This is an optimization exercise on Yosys and OpenROAD, whose aim is small area and a short achievable clock period, not a production implementation.
Only simulation tests tie the RTL to the original design; equivalence was not proved.
No activity file was given, so power comes from the tool's default toggle rates.

the reference run:
==> module lif_neuron_grid, before the edit <==
module lif_neuron_grid #(
  parameter int WIDTH    = 16,
  parameter int LAYERS   = 6,
  parameter int WEIGHT_W = 4,
  parameter int THR_W    = 6,
  parameter int ACC_W    = 8,
  parameter int REFRAC   = 2
) (
  input  logic             clk,
  input  logic             rst_n,
  input  logic             tick,
  input  logic [WIDTH-1:0] spike_in,
  input  logic             cfg_en,
  input  logic             cfg_data,
  output logic             cfg_out,
  output logic [WIDTH-1:0] spike_out,
  output logic             spike_valid
);
  localparam int CFG_W = 3*WEIGHT_W + THR_W + 2;
  localparam int N     = LAYERS*WIDTH;
  localparam int CHAIN = N*CFG_W;
  logic [CHAIN-1:0] chain_q;
  logic [N-1:0]     r2_q, r1_q;
  logic             spike_valid_q;
  wire step = tick & ~cfg_en;
  always_ff @(posedge clk or negedge rst_n) begin
    if (!rst_n) begin
      chain_q       <= '0;
      spike_valid_q <= 1'b0;
    end else begin
      if (cfg_en) chain_q <= {cfg_data, chain_q[CHAIN-1:1]};
      spike_valid_q <= step;
    end
  end
  function automatic logic [17:0] fa9(input logic [8:0] a, b, c);
    fa9 = {((a & b) | (a & c) | (b & c)), a ^ b ^ c};
  endfunction
  genvar gi, gj;
  generate
    for (gi = 0; gi < LAYERS; gi++) begin : g_layer
      logic [WIDTH-1:0] src;
      if (gi == 0) begin : g_src_in
        assign src = spike_in;
      end else begin : g_src_prev
        assign src = r2_q[(gi-1)*WIDTH +: WIDTH];
      end
      for (gj = 0; gj < WIDTH; gj++) begin : g_col
        localparam int NI = gi*WIDTH + gj;
        logic [CFG_W-1:0] cfg;
        logic signed [3:0] w_l, w_c, w_r;
        logic [5:0] thr;
        logic [1:0] leak;
        logic tap_l, tap_c, tap_r;
        logic signed [7:0] v_q, x, v_sat;
        logic signed [8:0] v_raw;
        logic in_ref, fire, ovf;
        assign cfg  = chain_q[NI*CFG_W +: CFG_W];
        assign w_l  = cfg[3:0];
        assign w_c  = cfg[7:4];
        assign w_r  = cfg[11:8];
        assign thr  = cfg[17:12];
        assign leak = cfg[19:18];
        assign tap_l = (gj == 0)       ? 1'b0 : src[(gj == 0) ? 0 : gj-1];
        assign tap_r = (gj == WIDTH-1) ? 1'b0 : src[(gj == WIDTH-1) ? 0 : gj+1];
        assign tap_c = src[gj];
        logic [8:0] opA, opB, opL, opC, opR, s1, c1, s2, c2, s3, c3;
        logic [3:0] gl, gc, gr;
        logic ge;
        assign gl  = w_l & {4{tap_l}};
        assign gc  = w_c & {4{tap_c}};
        assign gr  = w_r & {4{tap_r}};
        assign x   = v_q >>> leak;
        assign opA = {1'b0, ~v_q[7], v_q[6:0]};
        assign opB = {1'b0, x[7], ~x[6:0]};
        assign opL = {4'b0, ~gl[3], gl};
        assign opC = {1'b0, 3'b111, 1'b0, ~gc[3], gc[2:0]};
        assign opR = {5'b0, ~gr[3], gr[2:0]};
        assign {c1, s1} = fa9(opL, opC, opR);
        assign {c2, s2} = fa9(opA, opB, s1);
        assign {c3, s3} = fa9(s2, {c2[7:0], 1'b1}, {c1[7:0], 1'b0});
        assign v_raw = s3 + {c3[7:0], 1'b0};
        assign ovf   = v_raw[8] ^ v_raw[7];
        assign v_sat = ovf ? {v_raw[8], {7{~v_raw[8]}}} : v_raw[7:0];
        always_comb begin
          ge = 1'b1;
          for (int i = 0; i < 6; i++) ge = (v_raw[i] & ~thr[i]) | ((v_raw[i] | ~thr[i]) & ge);
        end
        assign in_ref = r2_q[NI] | r1_q[NI];
        assign fire   = (thr != 6'd0) && !v_raw[8] && (v_raw[7] | v_raw[6] | ge);
        always_ff @(posedge clk or negedge rst_n) begin
          if (!rst_n) begin
            v_q      <= '0;
            r2_q[NI] <= 1'b0;
            r1_q[NI] <= 1'b0;
          end else if (cfg_en) begin
            v_q      <= '0;
            r2_q[NI] <= 1'b0;
            r1_q[NI] <= 1'b0;
          end else if (tick) begin
            v_q      <= (in_ref || fire) ? 8'sd0 : v_sat;
            r2_q[NI] <= !in_ref && fire;
            r1_q[NI] <= r2_q[NI];
          end
        end
      end
    end
  endgenerate
  assign cfg_out     = chain_q[0];
  assign spike_out   = r2_q[N-1 -: WIDTH];
  assign spike_valid = spike_valid_q;
endmodule
clock: 7.5 ns
lec_check: 0
cap_margin: 20
core_margin: 2
core_utilization: 40
cts_cluster_diameter: 90
cts_cluster_size: 25
setup_slack_margin: 2.5
slew_margin: 20
run.sh (not shown) runs the stock make flow with config.mk's settings and CLKGATE_MAP_FILE= SYNTH_SCRIPT=/design/flow/synth_recipe.tcl, a recipe that flattens the netlist after the stock synthesis.
[inputs] the trial run vs the reference run
==> flow/design.v <==
module lif_neuron_grid #(
  parameter int WIDTH    = 16,
  parameter int LAYERS   = 6,
  parameter int WEIGHT_W = 4,
  parameter int THR_W    = 6,
  parameter int ACC_W    = 8,
  parameter int REFRAC   = 2
) (
  input  logic             clk,
  input  logic             rst_n,
  input  logic             tick,
  input  logic [WIDTH-1:0] spike_in,
  input  logic             cfg_en,
  input  logic             cfg_data,
  output logic             cfg_out,
  output logic [WIDTH-1:0] spike_out,
  output logic             spike_valid
);
  localparam int CFG_W = 3*WEIGHT_W + THR_W + 2;
  localparam int N     = LAYERS*WIDTH;
  localparam int CHAIN = N*CFG_W;
  logic [CHAIN-1:0] chain_q;
  logic [N-1:0]     f_q, spk;
  logic             spike_valid_q;
  wire step = tick & ~cfg_en;
  always_ff @(posedge clk or negedge rst_n) begin
    if (!rst_n) begin
      chain_q       <= '0;
      spike_valid_q <= 1'b0;
    end else begin
      if (cfg_en) chain_q <= {cfg_data, chain_q[CHAIN-1:1]};
      spike_valid_q <= step;
    end
  end
  function automatic logic [17:0] fa9(input logic [8:0] a, b, c);
    fa9 = {((a & b) | (a & c) | (b & c)), a ^ b ^ c};
  endfunction
  genvar gi, gj;
  generate
    for (gi = 0; gi < LAYERS; gi++) begin : g_layer
      logic [WIDTH-1:0] src;
      if (gi == 0) begin : g_src_in
        assign src = spike_in;
      end else begin : g_src_prev
        assign src = spk[(gi-1)*WIDTH +: WIDTH];
      end
      for (gj = 0; gj < WIDTH; gj++) begin : g_col
        localparam int NI = gi*WIDTH + gj;
        logic [CFG_W-1:0] cfg;
        logic signed [3:0] w_l, w_c, w_r;
        logic [5:0] thr;
        logic [1:0] leak;
        logic tap_l, tap_c, tap_r;
        logic signed [7:0] v_q, x, v_sat;
        logic signed [8:0] v_raw;
        logic in_ref, fire, ovf;
        assign cfg  = chain_q[NI*CFG_W +: CFG_W];
        assign w_l  = cfg[3:0];
        assign w_c  = cfg[7:4];
        assign w_r  = cfg[11:8];
        assign thr  = cfg[17:12];
        assign leak = cfg[19:18];
        assign tap_l = (gj == 0)       ? 1'b0 : src[(gj == 0) ? 0 : gj-1];
        assign tap_r = (gj == WIDTH-1) ? 1'b0 : src[(gj == WIDTH-1) ? 0 : gj+1];
        assign tap_c = src[gj];
        logic [8:0] opA, opB, opL, opC, opR, s1, c1, s2, c2, s3, c3;
        logic [3:0] gl, gc, gr;
        logic ge;
        assign gl  = w_l & {4{tap_l}};
        assign gc  = w_c & {4{tap_c}};
        assign gr  = w_r & {4{tap_r}};
        assign x   = v_q >>> leak;
        assign opA = {1'b0, ~v_q[7], v_q[6:0]};
        assign opB = {1'b0, x[7], ~x[6:0]};
        assign opL = {4'b0, ~gl[3], gl};
        assign opC = {1'b0, 3'b111, 1'b0, ~gc[3], gc[2:0]};
        assign opR = {5'b0, ~gr[3], gr[2:0]};
        assign {c1, s1} = fa9(opL, opC, opR);
        assign {c2, s2} = fa9(opA, opB, s1);
        assign {c3, s3} = fa9(s2, {c2[7:0], 1'b1}, {c1[7:0], 1'b0});
        assign v_raw = s3 + {c3[7:0], 1'b0};
        assign ovf   = v_raw[8] ^ v_raw[7];
        assign v_sat = ovf ? {v_raw[8], {7{~v_raw[8]}}} : v_raw[7:0];
        always_comb begin
          ge = 1'b1;
          for (int i = 0; i < 6; i++) ge = (v_raw[i] & ~thr[i]) | ((v_raw[i] | ~thr[i]) & ge);
        end
        assign in_ref = f_q[NI];
        assign spk[NI] = f_q[NI] & v_q[0];
        assign fire   = (thr != 6'd0) && !v_raw[8] && (v_raw[7] | v_raw[6] | ge);
        always_ff @(posedge clk or negedge rst_n) begin
          if (!rst_n) begin
            v_q     <= '0;
            f_q[NI] <= 1'b0;
          end else if (cfg_en) begin
            v_q     <= '0;
            f_q[NI] <= 1'b0;
          end else if (tick) begin
            v_q     <= in_ref ? 8'sd0 : fire ? 8'sd1 : v_sat;
            f_q[NI] <= in_ref ? v_q[0] : fire;
          end
        end
      end
    end
  endgenerate
  assign cfg_out     = chain_q[0];
  assign spike_out   = spk[N-1 -: WIDTH];
  assign spike_valid = spike_valid_q;
endmodule
## What came out
On clock insertion delay at the later pin of the skew report, the reference run and the trial run are neck and neck.
The trial run packs its core more tightly than the reference run.
Going from the reference run to the trial run, via count of the first global-routing pass grows by about 2.3%.
Delta (the trial run minus the reference run): proportion of cell area occupied by registers shows a reduction of 1.1 points, setup slack went down by 19 ps, data required time at the worst endpoint shrank by 30 ps.
Length in cells of the worst reg-to-reg path: lower on the reference run
The reference run → the trial run: wire length on met1 has increased; synthesized area has decreased; worst hold slack has increased.
Area taken by multi-input logic gates ends up lower on the reference run.
Sort the reference run and the trial run by clock power share, ascending, and the trial run comes first.
The reference run -> the trial run: site row count decreased slightly

==> what the ideal ports hide <==
How much do the figures lean on ideal ports? The routed layouts below were timed once more, with nothing changed but the port constraints.
Step 1: set_driving_cell puts a clkbuf_16 on clk and a buf_2 on each other input, an assumption about the parent block.
Step 2 adds t to the input delays and takes it off the output delays; t is the mean of the earliest and latest rising clock arrival at the registers after step 1. Input paths then give back, and output paths get back, about the clock's delay inside the block.
Slacks: ideal ports / drivers / drivers and shift; pairs: ideal ports / drivers.
| run | t (ns) | slack for setup (ns) | cell pins on the clock port's net |
|---|---|---|---|
| the reference run | 1.019 | 2.594 / 2.597 / 1.628 | 1 |
| the trial run | 1.046 | 2.575 / 2.578 / 1.544 | 1 |
After both steps setup and hold are still met in every run listed. The setup slack of the trial run, which loses most, moves by +0.003 ns with the drivers and by -1.031 ns with both steps.
